From an optimization exercise on the open Yosys and OpenROAD flow, aimed at small area, a short achievable clock period and few clock cycles; shortcuts taken in it are not production practice. Function was checked by simulation only, so behaviour that the tests miss may differ from the original. No activity file was given, so power comes from the tool's default toggle rates.

$ cat flow/config.mk
export PLATFORM = sky130hd
export DESIGN_NAME = linked_list_sequence_store
export DESIGN_NICKNAME = linked_list_sequence_store
export VERILOG_FILES = /design/flow/design.v
export SDC_FILE = /design/flow/constraint.sdc
export NUM_CORES = 4
export LEC_CHECK = 0
export CAP_MARGIN = 20
export CORE_MARGIN = 2
export CORE_UTILIZATION = 50
export SLEW_MARGIN = 20
$ cat flow/constraint.sdc
create_clock -name core_clock -period 7.5 [get_ports {i_clk}]
set_input_delay 1.5000 -clock core_clock [delete_from_list [all_inputs] [get_ports {i_clk}]]
set_output_delay 1.5000 -clock core_clock [all_outputs]
set_load 0.01 [all_outputs]
$ cat flow/run.sh
#!/bin/bash
# synth_recipe.tcl (not shown) runs the flow's synth.tcl, then flattens the netlist and writes it again
# the make line also repeats each setting of config.mk as NAME=value (left out here)
make -C /OpenROAD-flow-scripts/flow DESIGN_CONFIG=/design/flow/config.mk WORK_HOME=/design/flow/orfs CLKGATE_MAP_FILE= SYNTH_SCRIPT=/design/flow/synth_recipe.tcl finish
$ cat flow/design.v
`default_nettype none
package llss_pkg;
    localparam int CAPACITY_DEF = 64;
    localparam logic [3:0] REQ_INS_FRONT = 4'd0;
    localparam logic [3:0] REQ_INS_REAR  = 4'd1;
    localparam logic [3:0] REQ_LIST      = 4'd2;
    localparam logic [3:0] REQ_COUNT     = 4'd3;
    localparam logic [3:0] REQ_DEL_VALUE = 4'd4;
    localparam logic [3:0] REQ_DEL_REAR  = 4'd5;
    localparam logic [3:0] REQ_DEL_FRONT = 4'd6;
    localparam logic [3:0] REQ_INS_AFTER = 4'd7;
    localparam logic [3:0] REQ_REVERSE   = 4'd8;
    localparam logic [1:0] ST_OK       = 2'd0;
    localparam logic [1:0] ST_EMPTY    = 2'd1;
    localparam logic [1:0] ST_NOTFOUND = 2'd2;
    localparam logic [1:0] ST_FULL     = 2'd3;
endpackage
`default_nettype wire
`default_nettype none
module llss_node_store #(
    parameter int CAPACITY = 64
) (
    input  wire logic                 i_clk,
    input  wire logic [CAPACITY-1:0]  i_wr,      
    input  wire logic [CAPACITY-1:0]  i_up,      
    input  wire logic [CAPACITY-1:0]  i_dn,      
    input  wire logic [31:0]          i_wr_data,
    input  wire logic [31:0]          i_probe,
    output logic [CAPACITY-1:0]       o_eq,      
    input  wire logic [$clog2(CAPACITY)-1:0] i_rd_idx,
    output logic [31:0]               o_rd_data
);
    logic [31:0] r_slot [CAPACITY];
    for (genvar i = 0; i < CAPACITY; i++) begin : g_slot
        logic [31:0] s_lo, s_hi;
        assign s_lo = (i == 0) ? i_wr_data : r_slot[(i == 0) ? 0 : i - 1];
        assign s_hi = (i == CAPACITY - 1) ? i_wr_data : r_slot[(i == CAPACITY - 1) ? i : i + 1];
        always_ff @(posedge i_clk) begin
            if (i_wr[i])      r_slot[i] <= i_wr_data;
            else if (i_up[i]) r_slot[i] <= s_lo;
            else if (i_dn[i]) r_slot[i] <= s_hi;
        end
        assign o_eq[i] = r_slot[i] == i_probe;
    end
    assign o_rd_data = r_slot[i_rd_idx];
endmodule
`default_nettype wire
`default_nettype none
module linked_list_sequence_store #(
    parameter int CAPACITY = llss_pkg::CAPACITY_DEF
) (
    input  wire logic               i_clk,
    input  wire logic               i_rst_n,
    input  wire logic               i_valid,
    output logic                    o_ready,
    input  wire logic [3:0]         i_req_type,
    input  wire logic signed [31:0] i_elem_value,
    input  wire logic signed [31:0] i_anchor_value,
    output logic                    o_valid,
    input  wire logic               i_ready,
    output logic signed [31:0]      o_out_value,
    output logic [1:0]              o_status,
    output logic [6:0]              o_node_total,
    output logic                    o_last_flag
);
    localparam int N  = CAPACITY;
    localparam int AW = $clog2(CAPACITY);
    function automatic logic [N-1:0] or_up(input logic [N-1:0] x);
        logic [N-1:0] y;
        y = x;
        for (int d = 1; d < N; d = d * 2) y = y | (y << d);
        or_up = y;
    endfunction
    function automatic logic [N-1:0] or_down(input logic [N-1:0] x);
        logic [N-1:0] y;
        y = x;
        for (int d = 1; d < N; d = d * 2) y = y | (y >> d);
        or_down = y;
    endfunction
    logic          r_qv;             
    logic [3:0]    r_qt;
    logic [31:0]   r_qev;
    logic [N-1:0]  r_qm;             
    logic [6:0]    r_lrem;           
    logic [AW-1:0] r_ridx;           
    logic [N-1:0]  r_v;              
    logic [6:0]    r_cnt;
    logic          r_rev;
    logic          r_ordy;
    logic          r_o0v, r_o1v;
    logic [41:0]   r_o0, r_o1;       
    logic [N-1:0] s_wr, s_up, s_dn, s_eq;
    logic [31:0]  s_probe, s_rd;
    assign s_probe = (i_req_type == llss_pkg::REQ_INS_AFTER) ? i_anchor_value : i_elem_value;
    llss_node_store #(.CAPACITY(N)) u_store (
        .i_clk(i_clk), .i_wr(s_wr), .i_up(s_up), .i_dn(s_dn),
        .i_wr_data(r_qev), .i_probe(s_probe), .o_eq(s_eq),
        .i_rd_idx(r_ridx), .o_rd_data(s_rd)
    );
    logic ex, empty, full, found;
    logic is_ins, is_del, is_list, has_resp, do_ins, do_del, q_done;
    logic [N-1:0] asc, desc_n, ge, ge_ins, ge_del, v_next;
    logic [6:0]  cnt_next;
    logic [31:0] res_val;
    logic [1:0]  res_st;
    logic        res_last;
    always_comb begin
        ex    = r_qv && !r_o1v;
        empty = !r_v[0];
        full  = r_v[N-1];
        asc    = or_up(r_qm);
        desc_n = ~(or_down(r_qm) >> 1);    
        found  = asc[N-1];
        is_ins  = r_qt == llss_pkg::REQ_INS_FRONT || r_qt == llss_pkg::REQ_INS_REAR ||
                  r_qt == llss_pkg::REQ_INS_AFTER;
        is_del  = r_qt == llss_pkg::REQ_DEL_VALUE || r_qt == llss_pkg::REQ_DEL_REAR ||
                  r_qt == llss_pkg::REQ_DEL_FRONT;
        is_list = r_qt == llss_pkg::REQ_LIST || r_qt == llss_pkg::REQ_REVERSE;
        has_resp = r_qt <= llss_pkg::REQ_REVERSE;
        if (r_qt == llss_pkg::REQ_INS_AFTER)
            ge_ins = empty ? '1 : r_rev ? desc_n : (asc << 1);
        else if ((r_qt == llss_pkg::REQ_INS_REAR) != r_rev)
            ge_ins = ~r_v;                      
        else
            ge_ins = '1;                        
        if (r_qt == llss_pkg::REQ_DEL_VALUE)
            ge_del = r_rev ? desc_n : asc;
        else if ((r_qt == llss_pkg::REQ_DEL_REAR) != r_rev)
            ge_del = ~(r_v >> 1);               
        else
            ge_del = '1;                        
        do_ins = ex && is_ins && !full &&
                 (r_qt != llss_pkg::REQ_INS_AFTER || empty || found);
        do_del = ex && is_del && !empty && (r_qt != llss_pkg::REQ_DEL_VALUE || found);
        ge   = is_ins ? ge_ins : ge_del;
        s_wr = do_ins ? (ge & ~(ge << 1)) : '0;
        s_up = do_ins ? (ge << 1) : '0;
        s_dn = do_del ? ge : '0;
        cnt_next = r_cnt + 7'(do_ins) - 7'(do_del);
        v_next   = do_ins ? {r_v[N-2:0], 1'b1} : do_del ? {1'b0, r_v[N-1:1]} : r_v;
        res_val  = '0;
        res_st   = llss_pkg::ST_OK;
        res_last = 1'b1;
        if (is_ins) begin
            if (full) res_st = llss_pkg::ST_FULL;
            else if (!do_ins) res_st = llss_pkg::ST_NOTFOUND;
        end else if (is_list) begin
            if (empty) res_st = llss_pkg::ST_EMPTY;
            else begin
                res_val  = s_rd;
                res_last = r_lrem == 7'd1;
            end
        end else if (is_del) begin
            if (empty) res_st = llss_pkg::ST_EMPTY;
            else if (!do_del) res_st = llss_pkg::ST_NOTFOUND;
            else res_val = (r_qt == llss_pkg::REQ_DEL_VALUE) ? r_qev : s_rd;
        end
        q_done = ex && !(is_list && r_lrem > 7'd1);
    end
    logic          acc, cw, rev_new;
    logic [N-1:0]  cm;
    logic [6:0]    cnt_m1;
    logic [AW-1:0] ridx_new;
    always_comb begin
        acc = i_valid && r_ordy;
        cw = r_qev == s_probe;
        for (int i = 0; i < N; i++) begin
            if (s_wr[i]) cm[i] = cw;
            else if (s_up[i]) cm[i] = (i == 0) ? cw : s_eq[(i == 0) ? 0 : i - 1];
            else if (s_dn[i]) cm[i] = (i == N - 1) ? cw : s_eq[(i == N - 1) ? i : i + 1];
            else cm[i] = s_eq[i];
        end
        cm = cm & v_next;
        rev_new  = r_rev ^ (i_req_type == llss_pkg::REQ_REVERSE);
        cnt_m1   = cnt_next - 7'd1;
        ridx_new = (rev_new != (i_req_type == llss_pkg::REQ_DEL_REAR)) ? cnt_m1[AW-1:0] : '0;
    end
    logic        q_v_n, o1v_n, take, res_v;
    logic [41:0] res;
    logic [3:0]  qt_n;
    logic [6:0]  lrem_n;
    always_comb begin
        take  = r_o0v && i_ready;
        res_v = ex && has_resp;
        res   = {res_val, res_st, cnt_next, res_last};
        q_v_n = acc || (r_qv && !q_done);
        qt_n  = acc ? i_req_type : r_qt;
        lrem_n = acc ? cnt_next : (ex && is_list) ? r_lrem - 7'd1 : r_lrem;
        o1v_n = r_o1v ? !take : (res_v && r_o0v && !take);
    end
    always_ff @(posedge i_clk) begin
        if (!i_rst_n) begin
            r_qv   <= 1'b0;
            r_v    <= '0;
            r_cnt  <= '0;
            r_rev  <= 1'b0;
            r_ordy <= 1'b1;
            r_o0v  <= 1'b0;
            r_o1v  <= 1'b0;
        end else begin
            r_qv  <= q_v_n;
            r_v   <= v_next;
            r_cnt <= cnt_next;
            if (acc) r_rev <= rev_new;
            r_ordy <= !q_v_n ||
                      (!o1v_n && !((qt_n == llss_pkg::REQ_LIST || qt_n == llss_pkg::REQ_REVERSE) &&
                                   lrem_n > 7'd1));
            r_o1v <= o1v_n;
            if (r_o1v) begin
                if (take) r_o0v <= 1'b1;
            end else if (res_v) r_o0v <= 1'b1;
            else if (take) r_o0v <= 1'b0;
        end
        if (acc) begin
            r_qt  <= i_req_type;
            r_qev <= i_elem_value;
            r_qm  <= cm;
        end
        r_lrem <= lrem_n;
        if (acc) r_ridx <= ridx_new;
        else if (ex && is_list) r_ridx <= r_rev ? r_ridx - 1'b1 : r_ridx + 1'b1;
        if (r_o1v) begin
            if (take) r_o0 <= r_o1;
        end else if (res_v) begin
            if (!r_o0v || take) r_o0 <= res;
            else r_o1 <= res;
        end
    end
    assign o_ready      = r_ordy;
    assign o_valid      = r_o0v;
    assign o_out_value  = r_o0[41:10];
    assign o_status     = r_o0[9:8];
    assign o_node_total = r_o0[7:1];
    assign o_last_flag  = r_o0[0];
endmodule
`default_nettype wire
==> run_results.csv <==
group,metric,value,unit
status,status,"aborted with a tool error",
status,haltStage,"global routing",
status,tool.error,"[ERROR GRT-0116] Global routing finished with congestion. Check the congestion regions in the DRC Viewer.",
global_routing,globalRouteTotalUtil,1.12,
clock_network,cts_buffer_depth,4,
clock_network,ctsHoldBuffers,0,
global_routing,grt_max_degree,154,
synth,netlist_area,174000,µm²
synth,synth.net_count,19800,
die,initial_utilization,0.503,
clock_network,numCtsBuffers,279,
die,row_count,216,
synth,yosys.area.top_type,"edfxtp_1",
synth,yosys_warnings,3,
synth,synth_ff_type,"edfxtp_1",
synth,synth-edff-count,2234,
clock_network,post-cts-setup-buffers,0,
placed_design,io_buffers,115,
synth,yosysTopAreaCellShare,0.385,
clock_network,cts_max_level,5,
synth,seq_area_frac_synth,0.395,
placed_design,dp.cells,24000,
placed_design,place.gp.congestion,1.76,
synth,synth-compound-area-share,0.276,
synth,synthArstFlopShare,0,
synth,syn_avg_cell_area,8.87,µm²
placed_design,place_area,188000,µm²
global_routing,grt_remaining_overflow,42000,
synth,synth.area.top_cells,"edfxtp_1 38%, o22ai_1 5.1%, a21oi_1 4.7%, a22oi_1 4.6%, xnor2_1 4.3%",
synth,ys_seq_elements,2321,
synth,muxShareOfSynthArea,0.0412,
clock_network,clock_sinks,2321,
placed_design,place_hpwl,1450000,µm
die,die_h,595,µm
clock_network,ctsResizeCount,0,
clock_network,cts-root-buf,"clkbuf_16",
synth,postSynthCellCount,19700,
synth,synth-xor-area-share,0.0842,
synth,synthSimpleGateAreaFrac,0.144,
synth,synthAdderAreaFrac,0.00119,
die,ios,116,
global_routing,grt_pass1_vias,248000,
synth,synth_cell_type_count,115,
synth,synth_top_family_by_area,"compound AO/OA/AOI/OAI gates",
die,die_w,595,µm
global_routing,grt_pass1_wl,2690000,µm
==> worst min path at each step <==
stage / start / end / slack (ns) / cells past startpoint
after floorplan: r_v[43] / r_v[42] / 0.50 / 2
after global placement: r_o1[2] / r_o0[2] / 0.51 / 2
after detailed placement: r_o1[32] / r_o0[32] / 0.53 / 1
after CTS: r_o1[15] / r_o0[15] / 0.54 / 1
==> logic make-up after synthesis <==
kind of cell,after synthesis
muxes,703
DFF,2321
and+or+nand+nor,5276
buffers and inverters,2576
xor gates and xnor gates,1677
adders and majority gates,16
AOI/OAI and AO/OA,7105
==> per-layer routing <==
metal  GRT usage  overflow
met5        1.02       850
met3        1.05      5932
met2        1.26     20900
met4        1.10      6009
met1        1.07      8287
==> power groups by stage <==
stage	Clock [µW]	Combinational [µW]	Sequential (µW)
2_1_floorplan	0	5160	16000
3_3_place_gp	0	11400	17500
3_5_place_dp	0	11600	17500
4_1_cts	14000	11700	17200
==> stage by stage <==
step	TNS, ns	worst slack, ns	hold slack [ns]	util
floorplan	0	1.99	0.495	-
global placement	-1.20	-0.727	0.514	0.542
detailed placement	0	0.960	0.533	0.543
CTS	0	1.20	0.541	0.569
==> cells in the mapped netlist (33+ instances only) <==
cell type	count
edfxtp_1	2234
nor2_1	1774
a21oi_1	1623
o22ai_1	1434
nand2_1	1334
clkbuf_1	1324
a22oi_1	1073
xnor2_1	858
xor2_1	819
o21ai_0	769
mux2i_1	597
inv_1	559
nor4_1	408
nand4_1	370
buf_1	312
a221oi_1	311
buf_2	305
a222oi_1	290
nand3_1	285
nor3_1	233
a22o_1	232
a31oi_1	186
nand2b_1	177
o2bb2ai_1	174
nor2b_1	143
o221ai_1	132
a2111oi_0	120
or4_1	119
a2bb2oi_1	106
mux2_2	100
a211oi_1	88
dfxtp_1	87
and3_1	85
and2_1	77
o2111ai_1	73
or3_1	65
o211ai_1	55
or2_2	54
o21ai_1	53
a221o_1	39
buf_4	34
a21oi_2	33
Testbench counts, summed over its fixed seeds: cycles 73,010.
